This is an optimization exercise on Yosys and OpenROAD, whose aim is small area, a short achievable clock period and few clock cycles per item, not a production implementation. The RTL was checked by simulation tests, not by an equivalence proof against the original design.

Setup of v6:
## link_keeping_drive_vector
module link_keeping_drive_vector (
	input  logic        clk,
	input  logic        arst_n,
	input  logic        psel,
	input  logic        penable,
	input  logic        pwrite,
	input  logic [2:0]  paddr,
	input  logic [31:0] pwdata,
	output logic [31:0] prdata,
	output logic        pready,
	input  logic        in_valid,
	output logic        in_stall,
	input  logic signed [15:0] offset_x,
	input  logic signed [15:0] offset_y,
	input  logic        present,
	input  logic        frame_end,
	output logic        out_valid,
	input  logic        out_stall,
	output logic signed [15:0] drive_x,
	output logic signed [15:0] drive_y,
	output logic        has_signal,
	output logic [3:0]  chosen_index
);
For scale: roughly 2800 cells after synthesis.
export LEC_CHECK = 0
export CAP_MARGIN = 20
export CORE_MARGIN = 2
export CORE_UTILIZATION = 40
export PLACE_DENSITY = 0.6
export SLEW_MARGIN = 20
create_clock -name core_clock -period 11.0 [get_ports {clk}]
run.sh (not shown) runs the stock make flow with config.mk's settings and CLKGATE_MAP_FILE= SYNTH_SCRIPT=/design/flow/synth_recipe.tcl, a recipe that flattens the netlist after the stock synthesis.
Testbench counts of v6, summed over its fixed seeds: cycles 72,321, frames 4,096.
Relative to v6, the following input files were edited for v7:
--- a/flow/design.v
+++ b/flow/design.v
@@ -94,18 +94,19 @@
 	logic        res2_q, res2_n;      
 	logic        chk_q, chk_n;        
 	logic        r2run_q, r2run_n;    
 	logic        r2pend_q, r2pend_n;  
 	logic        last_q, last_n;      
 	logic        done_q, done_n;      
 	logic        found_q, found_n;
 	logic [3:0]  cnt_q, cnt_n;
 	logic        stall_q;
+	logic        ldok_q;              
 	logic [4:0]  pm_q;                
 	logic [17:0] rx_q;
 	logic [17:0] ry_q;
 	logic        sx_q;
 	logic        sy_q;
 	logic [2:0]  idx_q;
 	logic [31:0] acc_s_q;
 	logic [31:0] acc_c_q;
 	logic [31:0] r2_q;
@@ -128,19 +129,19 @@
 		.nxt_s (nxt_s),
 		.nxt_c (nxt_c)
 	);
 	assign sum = acc_s_q + acc_c_q;
 	assign found    = found_q || (chk_q && (acc_s_q > r2_q));
 	assign in_stall = stall_q;
 	assign accept   = in_valid && !stall_q;
 	assign examine  = !cnt_q[3] && present && !found;
 	assign start    = r2pend_q && !busy_q && !res2_q && !done_q;
-	assign load     = !busy_q && !res2_q && !start && !done_q && accept && examine;
+	assign load     = in_valid && present && ldok_q && !(chk_q && (acc_s_q > r2_q));
 	assign f_valid = done_q;
 	assign f_found = found_q;
 	assign f_sq    = acc_s_q;
 	assign f_mx    = rx_q[15:0];
 	assign f_my    = ry_q[15:0];
 	assign f_sx    = sx_q;
 	assign f_sy    = sy_q;
 	assign f_idx   = idx_q;
 	always_comb begin
@@ -196,30 +197,33 @@
 			res2_q   <= 1'b0;
 			chk_q    <= 1'b0;
 			r2run_q  <= 1'b0;
 			r2pend_q <= 1'b0;
 			last_q   <= 1'b0;
 			done_q   <= 1'b0;
 			found_q  <= 1'b0;
 			cnt_q    <= 4'd0;
 			stall_q  <= 1'b0;
+			ldok_q   <= 1'b1;
 			r2_q     <= 32'd0;
 		end else begin
 			busy_q   <= busy_n;
 			res2_q   <= res2_n;
 			chk_q    <= chk_n;
 			r2run_q  <= r2run_n;
 			r2pend_q <= r2pend_n;
 			last_q   <= last_n;
 			done_q   <= done_n;
 			found_q  <= found_n;
 			cnt_q    <= cnt_n;
 			stall_q  <= busy_n || res2_n || done_n || r2pend_n || (chk_n && last_n);
+			ldok_q   <= !(busy_n || res2_n || done_n || r2pend_n || (chk_n && last_n))
+			            && !cnt_n[3] && !found_n;
 			if (res2_q && r2run_q)
 				r2_q <= sum;
 		end
 	end
 	always_ff @(posedge clk) begin
 		if (busy_q) begin
 			acc_s_q <= nxt_s;
 			acc_c_q <= nxt_c;
 			rx_q    <= {rx_q[14:0], rx_q[17:15]};
@@ -457,19 +461,19 @@
 	input  logic        out_stall,
 	output logic signed [15:0] drive_x,
 	output logic signed [15:0] drive_y,
 	output logic        has_signal,
 	output logic [3:0]  chosen_index
 );
 	logic [15:0] reach_q;
 	logic [14:0] gain_q;
 	logic        wr;
-	logic        sel_q;
+	logic [15:0] rd_q;
 	logic        f_valid;
 	logic        f_take;
 	logic        f_found;
 	logic [31:0] f_sq;
 	logic [15:0] f_mx;
 	logic [15:0] f_my;
 	logic        f_sx;
 	logic        f_sy;
 	logic [2:0]  f_idx;
@@ -481,21 +485,21 @@
 			gain_q  <= 15'd0;
 		end else if (wr) begin
 			if (paddr[2])
 				gain_q  <= pwdata[14:0];
 			else
 				reach_q <= pwdata[15:0];
 		end
 	end
 	always_ff @(posedge clk) begin
-		sel_q <= paddr[2];
+		rd_q <= paddr[2] ? {1'b0, gain_q} : reach_q;
 	end
-	assign prdata = sel_q ? {17'd0, gain_q} : {16'd0, reach_q};
+	assign prdata = {16'd0, rd_q};
 	lkdv_qualify u_qualify (
 		.clk       (clk),
 		.arst_n    (arst_n),
 		.in_valid  (in_valid),
 		.in_stall  (in_stall),
 		.offset_x  (offset_x),
 		.offset_y  (offset_y),
 		.present   (present),
 		.frame_end (frame_end),
[summary]
- Relative to v6, the horizontal extent of the die measured on v7 has increased slightly.
- v7 ends up with lower share of the clock period used by the worst path after layout than v6 does.
- Row number of cells on the worst reg-to-reg path: v7 higher / v6 lower
- On post-route DRC violation count, v7 and v6 are basically level.
- Changes observed in v7 relative to v6: share of the core filled with cells grew by 0.53 points, met2 global-route usage increased 0.98 points.
- NOTE: initial antenna violation count in v7 falls short of that of v6
- v7 drops more vias than v6.
- Compared to v6, the routing of v7 uses more wire.
- Taking v6 as the reference, in v7 post-placement cell area up about 2.8%; fraction of area in registers down 0.49 points; half-perimeter wire length of the detailed placement result up 3000 µm; wire length of the first global-routing pass up 7000 µm.
Testbench counts of v7, summed over its fixed seeds: cycles 72,321, frames 4,096.

* * *

link_keeping_drive_vector, a different RTL version from the one above (not shown whole).
For scale: about 2900 cells after synthesis, about 150 I/O pins, ~31000 um2 of cells after synthesis.
==> flow/design.v (excerpt) <==
module link_keeping_drive_vector (
	input  logic        clk,
	input  logic        arst_n,
	input  logic        psel,
	input  logic        penable,
	input  logic        pwrite,
	input  logic [2:0]  paddr,
	input  logic [31:0] pwdata,
	output logic [31:0] prdata,
	output logic        pready,
	input  logic        in_valid,
	output logic        in_stall,
	input  logic signed [15:0] offset_x,
	input  logic signed [15:0] offset_y,
	input  logic        present,
	input  logic        frame_end,
	output logic        out_valid,
	input  logic        out_stall,
	output logic signed [15:0] drive_x,
	output logic signed [15:0] drive_y,
	output logic        has_signal,
	output logic [3:0]  chosen_index
);
	logic [15:0] reach_q;
	logic [14:0] gain_q;
	logic        wr_reach_q;
	logic        wr_gain_q;
	logic [15:0] rd_q;
	logic        f_valid;
	logic        f_end;
	logic        f_take;
	logic        f_found;
	logic [31:0] f_sq;
	logic [15:0] f_mx;
	logic [15:0] f_my;
	logic        f_sx;
	logic        f_sy;
	logic [2:0]  f_idx;
	assign pready = 1'b1;
	always_ff @(posedge clk or negedge arst_n) begin
		if (!arst_n) begin
			wr_reach_q <= 1'b0;
			wr_gain_q  <= 1'b0;
			reach_q    <= 16'd0;
			gain_q     <= 15'd0;
		end else begin
			wr_reach_q <= psel && !penable && pwrite && !paddr[2];
			wr_gain_q  <= psel && !penable && pwrite && paddr[2];
			if (wr_reach_q)
				reach_q <= pwdata[15:0];
			if (wr_gain_q)
				gain_q  <= pwdata[14:0];
		end
	end
	always_ff @(posedge clk) begin
		rd_q <= paddr[2] ? {1'b0, gain_q} : reach_q;
	end
	assign prdata = {16'd0, rd_q};
  ...
==> module lkdv_qualify, before the edit <==
module lkdv_qualify (
	input  logic        clk,
	input  logic        arst_n,
	input  logic        in_valid,
	output logic        in_stall,
	input  logic [15:0] offset_x,
	input  logic [15:0] offset_y,
	input  logic        present,
	input  logic        frame_end,
	input  logic [15:0] reach,
	input  logic        reach_wr,
	output logic        f_valid,
	output logic        f_end,
	input  logic        f_take,
	output logic        f_found,
	output logic [31:0] f_sq,
	output logic [15:0] f_mx,
	output logic [15:0] f_my,
	output logic        f_sx,
	output logic        f_sy,
	output logic [2:0]  f_idx
);
	logic        mag_q, mag_n;        
	logic        busy_q, busy_n;      
	logic        res2_q, res2_n;      
	logic        chk_q, chk_n;        
	logic        r2run_q, r2run_n;    
	logic        r2pend_q, r2pend_n;  
	logic        last_q, last_n;      
	logic        tok_q, tok_n;        
	logic        tokf_q, tokf_n;      
	logic        found_q, found_n;    
	logic [3:0]  cnt_q, cnt_n;
	logic        stall_q;
	logic        ldok;                
	logic [4:0]  pm_q;                
	logic [17:0] rx_q;
	logic [17:0] ry_q;
	logic        sx_q;
	logic        sy_q;
	logic [2:0]  idx_q;
	logic [31:0] acc_s_q;
	logic [31:0] acc_c_q;
	logic [31:0] r2_q;
	logic [31:0] nxt_s;
	logic [31:0] nxt_c;
	logic [31:0] sum;
	logic [14:0] pmask;
	logic        accept;
	logic        examine;
	logic        found;
	logic        beyond;
	logic [15:0] mag_x;
	logic [15:0] mag_y;
	logic        start;
	logic        load;
	assign pmask = {{3{pm_q[4]}}, {3{pm_q[3]}}, {3{pm_q[2]}}, {3{pm_q[1]}}, {3{pm_q[0]}}};
	lkdv_arith u_sq (
		.acc_s (acc_s_q),
		.acc_c (acc_c_q),
		.mx    (rx_q),
		.my    (ry_q),
		.pmask (pmask),
		.nxt_s (nxt_s),
		.nxt_c (nxt_c)
	);
	assign sum = acc_s_q + acc_c_q;
	assign beyond   = chk_q && (acc_s_q > r2_q);
	lkdv_mag u_mag_x (.v(rx_q[15:0]), .m(mag_x));
	lkdv_mag u_mag_y (.v(ry_q[15:0]), .m(mag_y));
	assign found    = found_q || beyond;
	assign in_stall = stall_q;
	assign accept   = in_valid && !stall_q;
	assign examine  = !cnt_q[3] && present && !found;
	assign start    = r2pend_q && !mag_q && !busy_q && !res2_q && !tok_q;
	assign ldok     = !stall_q && !cnt_q[3] && !found_q;
	assign load     = in_valid && present && ldok;
	assign f_valid = tok_q;
	assign f_found = tokf_q;
	assign f_end   = accept && frame_end;
	assign f_sq    = acc_s_q;
	assign f_mx    = rx_q[15:0];
	assign f_my    = ry_q[15:0];
	assign f_sx    = sx_q;
	assign f_sy    = sy_q;
	assign f_idx   = idx_q;
	always_comb begin
		mag_n    = 1'b0;
		busy_n   = busy_q;
		res2_n   = res2_q;
		chk_n    = 1'b0;
		r2run_n  = r2run_q;
		r2pend_n = r2pend_q || reach_wr;
		last_n   = last_q;
		tok_n    = tok_q && !f_take;
		tokf_n   = tokf_q;
		found_n  = found_q;
		cnt_n    = cnt_q;
		if (chk_q) begin
			if (beyond) begin
				tok_n   = 1'b1;
				tokf_n  = 1'b1;
				found_n = 1'b1;
			end else if (last_q) begin
				tok_n  = 1'b1;
				tokf_n = 1'b0;
			end
			if (last_q)
				found_n = 1'b0;
		end
		if (mag_q) begin
			busy_n = 1'b1;
		end else if (busy_q) begin
			if (pm_q[4]) begin
				busy_n = 1'b0;
				res2_n = 1'b1;
			end
		end else if (res2_q) begin
			res2_n = 1'b0;
			if (r2run_q)
				r2run_n = 1'b0;
			else
				chk_n = 1'b1;
		end else if (start) begin
			r2pend_n = reach_wr;
			r2run_n  = 1'b1;
			busy_n   = 1'b1;
		end else if (accept) begin
			if (!cnt_q[3])
				cnt_n = cnt_q + 4'd1;
			if (frame_end)
				cnt_n = 4'd0;
			last_n = frame_end;
			if (examine) begin
				mag_n = 1'b1;
			end else if (frame_end) begin
				if (!found) begin
					tok_n  = 1'b1;
					tokf_n = 1'b0;
				end
				found_n = 1'b0;
			end
		end
	end
	always_ff @(posedge clk or negedge arst_n) begin
		if (!arst_n) begin
			mag_q    <= 1'b0;
			busy_q   <= 1'b0;
			res2_q   <= 1'b0;
			chk_q    <= 1'b0;
			r2run_q  <= 1'b0;
			r2pend_q <= 1'b1;    
			last_q   <= 1'b0;
			tok_q    <= 1'b0;
			tokf_q   <= 1'b0;
			found_q  <= 1'b0;
			cnt_q    <= 4'd0;
			stall_q  <= 1'b1;
		end else begin
			mag_q    <= mag_n;
			busy_q   <= busy_n;
			res2_q   <= res2_n;
			chk_q    <= chk_n;
			r2run_q  <= r2run_n;
			r2pend_q <= r2pend_n;
			last_q   <= last_n;
			tok_q    <= tok_n;
			tokf_q   <= tokf_n;
			found_q  <= found_n;
			cnt_q    <= cnt_n;
			stall_q  <= mag_n || busy_n || res2_n || r2pend_n || chk_n || (tok_n && !found_n);
		end
	end
	always_ff @(posedge clk) begin
		if (res2_q && r2run_q)
			r2_q <= sum;
	end
	always_ff @(posedge clk) begin
		if (busy_q) begin
			acc_s_q <= nxt_s;
			acc_c_q <= nxt_c;
			rx_q    <= {rx_q[14:0], rx_q[17:15]};
			ry_q    <= {ry_q[14:0], ry_q[17:15]};
			pm_q    <= {pm_q[3:0], 1'b1};
		end else if (mag_q) begin
			acc_s_q <= {31'd0, mag_x[15]};
			acc_c_q <= {31'd0, mag_y[15]};
			pm_q    <= 5'd1;
			rx_q    <= {mag_x[14:0], 2'd0, mag_x[15]};
			ry_q    <= {mag_y[14:0], 2'd0, mag_y[15]};
		end else if (res2_q) begin
			acc_s_q <= sum;
		end else if (start) begin
			acc_s_q <= {31'd0, reach[15]};
			acc_c_q <= 32'd0;
			pm_q    <= 5'd1;
			rx_q    <= {reach[14:0], 2'd0, reach[15]};
			ry_q    <= 18'd0;
		end else if (ldok) begin
			rx_q    <= {2'd0, offset_x};
			ry_q    <= {2'd0, offset_y};
			sx_q    <= offset_x[15];
			sy_q    <= offset_y[15];
			idx_q   <= cnt_q[2:0];
		end
	end
endmodule
Settings: LEC_CHECK=0, CAP_MARGIN=20, CORE_MARGIN=2, CORE_UTILIZATION=40, CTS_BUF_LIST=sky130_fd_sc_hd__clkbuf_16, CTS_CLUSTER_DIAMETER=100, CTS_CLUSTER_SIZE=24, PLACE_DENSITY=0.6, SLEW_MARGIN=20; clock period 11.0 ns.
Testbench counts at the start, summed over its fixed seeds: cycles 72,517, frames 4,096.
==> next run, changes <==
--- a/flow/design.v
+++ b/flow/design.v
@@ -101,9 +101,8 @@
 	output logic        f_sx,
 	output logic        f_sy,
 	output logic [2:0]  f_idx
 );
-	logic        mag_q, mag_n;        
 	logic        busy_q, busy_n;      
 	logic        res2_q, res2_n;      
 	logic        chk_q, chk_n;        
 	logic        r2run_q, r2run_n;    
@@ -147,15 +146,15 @@
 		.nxt_c (nxt_c)
 	);
 	assign sum = acc_s_q + acc_c_q;
 	assign beyond   = chk_q && (acc_s_q > r2_q);
-	lkdv_mag u_mag_x (.v(rx_q[15:0]), .m(mag_x));
-	lkdv_mag u_mag_y (.v(ry_q[15:0]), .m(mag_y));
+	lkdv_mag u_mag_x (.v(offset_x), .m(mag_x));
+	lkdv_mag u_mag_y (.v(offset_y), .m(mag_y));
 	assign found    = found_q || beyond;
 	assign in_stall = stall_q;
 	assign accept   = in_valid && !stall_q;
 	assign examine  = !cnt_q[3] && present && !found;
-	assign start    = r2pend_q && !mag_q && !busy_q && !res2_q && !tok_q;
+	assign start    = r2pend_q && !busy_q && !res2_q && !tok_q;
 	assign ldok     = !stall_q && !cnt_q[3] && !found_q;
 	assign load     = in_valid && present && ldok;
 	assign f_valid = tok_q;
 	assign f_found = tokf_q;
@@ -166,9 +165,8 @@
 	assign f_sx    = sx_q;
 	assign f_sy    = sy_q;
 	assign f_idx   = idx_q;
 	always_comb begin
-		mag_n    = 1'b0;
 		busy_n   = busy_q;
 		res2_n   = res2_q;
 		chk_n    = 1'b0;
 		r2run_n  = r2run_q;
@@ -189,11 +187,9 @@
 			end
 			if (last_q)
 				found_n = 1'b0;
 		end
-		if (mag_q) begin
-			busy_n = 1'b1;
-		end else if (busy_q) begin
+		if (busy_q) begin
 			if (pm_q[4]) begin
 				busy_n = 1'b0;
 				res2_n = 1'b1;
 			end
@@ -213,9 +209,9 @@
 			if (frame_end)
 				cnt_n = 4'd0;
 			last_n = frame_end;
 			if (examine) begin
-				mag_n = 1'b1;
+				busy_n = 1'b1;
 			end else if (frame_end) begin
 				if (!found) begin
 					tok_n  = 1'b1;
 					tokf_n = 1'b0;
@@ -225,9 +221,8 @@
 		end
 	end
 	always_ff @(posedge clk or negedge arst_n) begin
 		if (!arst_n) begin
-			mag_q    <= 1'b0;
 			busy_q   <= 1'b0;
 			res2_q   <= 1'b0;
 			chk_q    <= 1'b0;
 			r2run_q  <= 1'b0;
@@ -238,9 +233,8 @@
 			found_q  <= 1'b0;
 			cnt_q    <= 4'd0;
 			stall_q  <= 1'b1;
 		end else begin
-			mag_q    <= mag_n;
 			busy_q   <= busy_n;
 			res2_q   <= res2_n;
 			chk_q    <= chk_n;
 			r2run_q  <= r2run_n;
@@ -249,9 +243,9 @@
 			tok_q    <= tok_n;
 			tokf_q   <= tokf_n;
 			found_q  <= found_n;
 			cnt_q    <= cnt_n;
-			stall_q  <= mag_n || busy_n || res2_n || r2pend_n || chk_n || (tok_n && !found_n);
+			stall_q  <= busy_n || res2_n || r2pend_n || chk_n || (tok_n && !found_n);
 		end
 	end
 	always_ff @(posedge clk) begin
 		if (res2_q && r2run_q)
@@ -263,14 +257,8 @@
 			acc_c_q <= nxt_c;
 			rx_q    <= {rx_q[14:0], rx_q[17:15]};
 			ry_q    <= {ry_q[14:0], ry_q[17:15]};
 			pm_q    <= {pm_q[3:0], 1'b1};
-		end else if (mag_q) begin
-			acc_s_q <= {31'd0, mag_x[15]};
-			acc_c_q <= {31'd0, mag_y[15]};
-			pm_q    <= 5'd1;
-			rx_q    <= {mag_x[14:0], 2'd0, mag_x[15]};
-			ry_q    <= {mag_y[14:0], 2'd0, mag_y[15]};
 		end else if (res2_q) begin
 			acc_s_q <= sum;
 		end else if (start) begin
 			acc_s_q <= {31'd0, reach[15]};
@@ -278,10 +266,13 @@
 			pm_q    <= 5'd1;
 			rx_q    <= {reach[14:0], 2'd0, reach[15]};
 			ry_q    <= 18'd0;
 		end else if (ldok) begin
-			rx_q    <= {2'd0, offset_x};
-			ry_q    <= {2'd0, offset_y};
+			acc_s_q <= {31'd0, mag_x[15]};
+			acc_c_q <= {31'd0, mag_y[15]};
+			pm_q    <= 5'd1;
+			rx_q    <= {mag_x[14:0], 2'd0, mag_x[15]};
+			ry_q    <= {mag_y[14:0], 2'd0, mag_y[15]};
 			sx_q    <= offset_x[15];
 			sy_q    <= offset_y[15];
 			idx_q   <= cnt_q[2:0];
 		end
Effect: Worst setup slack got worse by 0.49 ns; die area goes down by a few percent; worst hold slack loses 0.0035 ns; utilization hardly moves; area after synthesis fell by a few percent.
Testbench counts after the change, summed over its fixed seeds: cycles 70,559, frames 4,096.

[what the ideal ports hide]
No port has a modelled driver above. Below, the same layouts with a new extraction and two added sets of constraints.
Step 1 assumes that a clkbuf_16 drives the clock port and a buf_2 every other input.
Step 2 also shifts input and output timing later by t, the mid clock arrival at the registers, as if the neighbouring blocks saw the same clock.
Slacks: ideal / step 1 / step 2; pairs: ideal / step 1.
run	shift t [ns]	setup slack, ns	hold slack, ns
v6	0.652	5.827 / 5.871 / 5.219	0.431 / 0.431 / 0.431
v7	0.683	6.669 / 6.669 / 6.047	0.423 / 0.423 / 0.423
the first run of note 2	0.669	6.362 / 6.362 / 6.362	0.429 / 0.429 / 0.429
the second run of note 2	0.659	5.873 / 5.916 / 5.257	0.425 / 0.425 / 0.425
After both steps every run listed still meets setup and hold. The setup slack of v7, which loses most, moves by 0.000 ns with the drivers and by -0.622 ns with both steps.
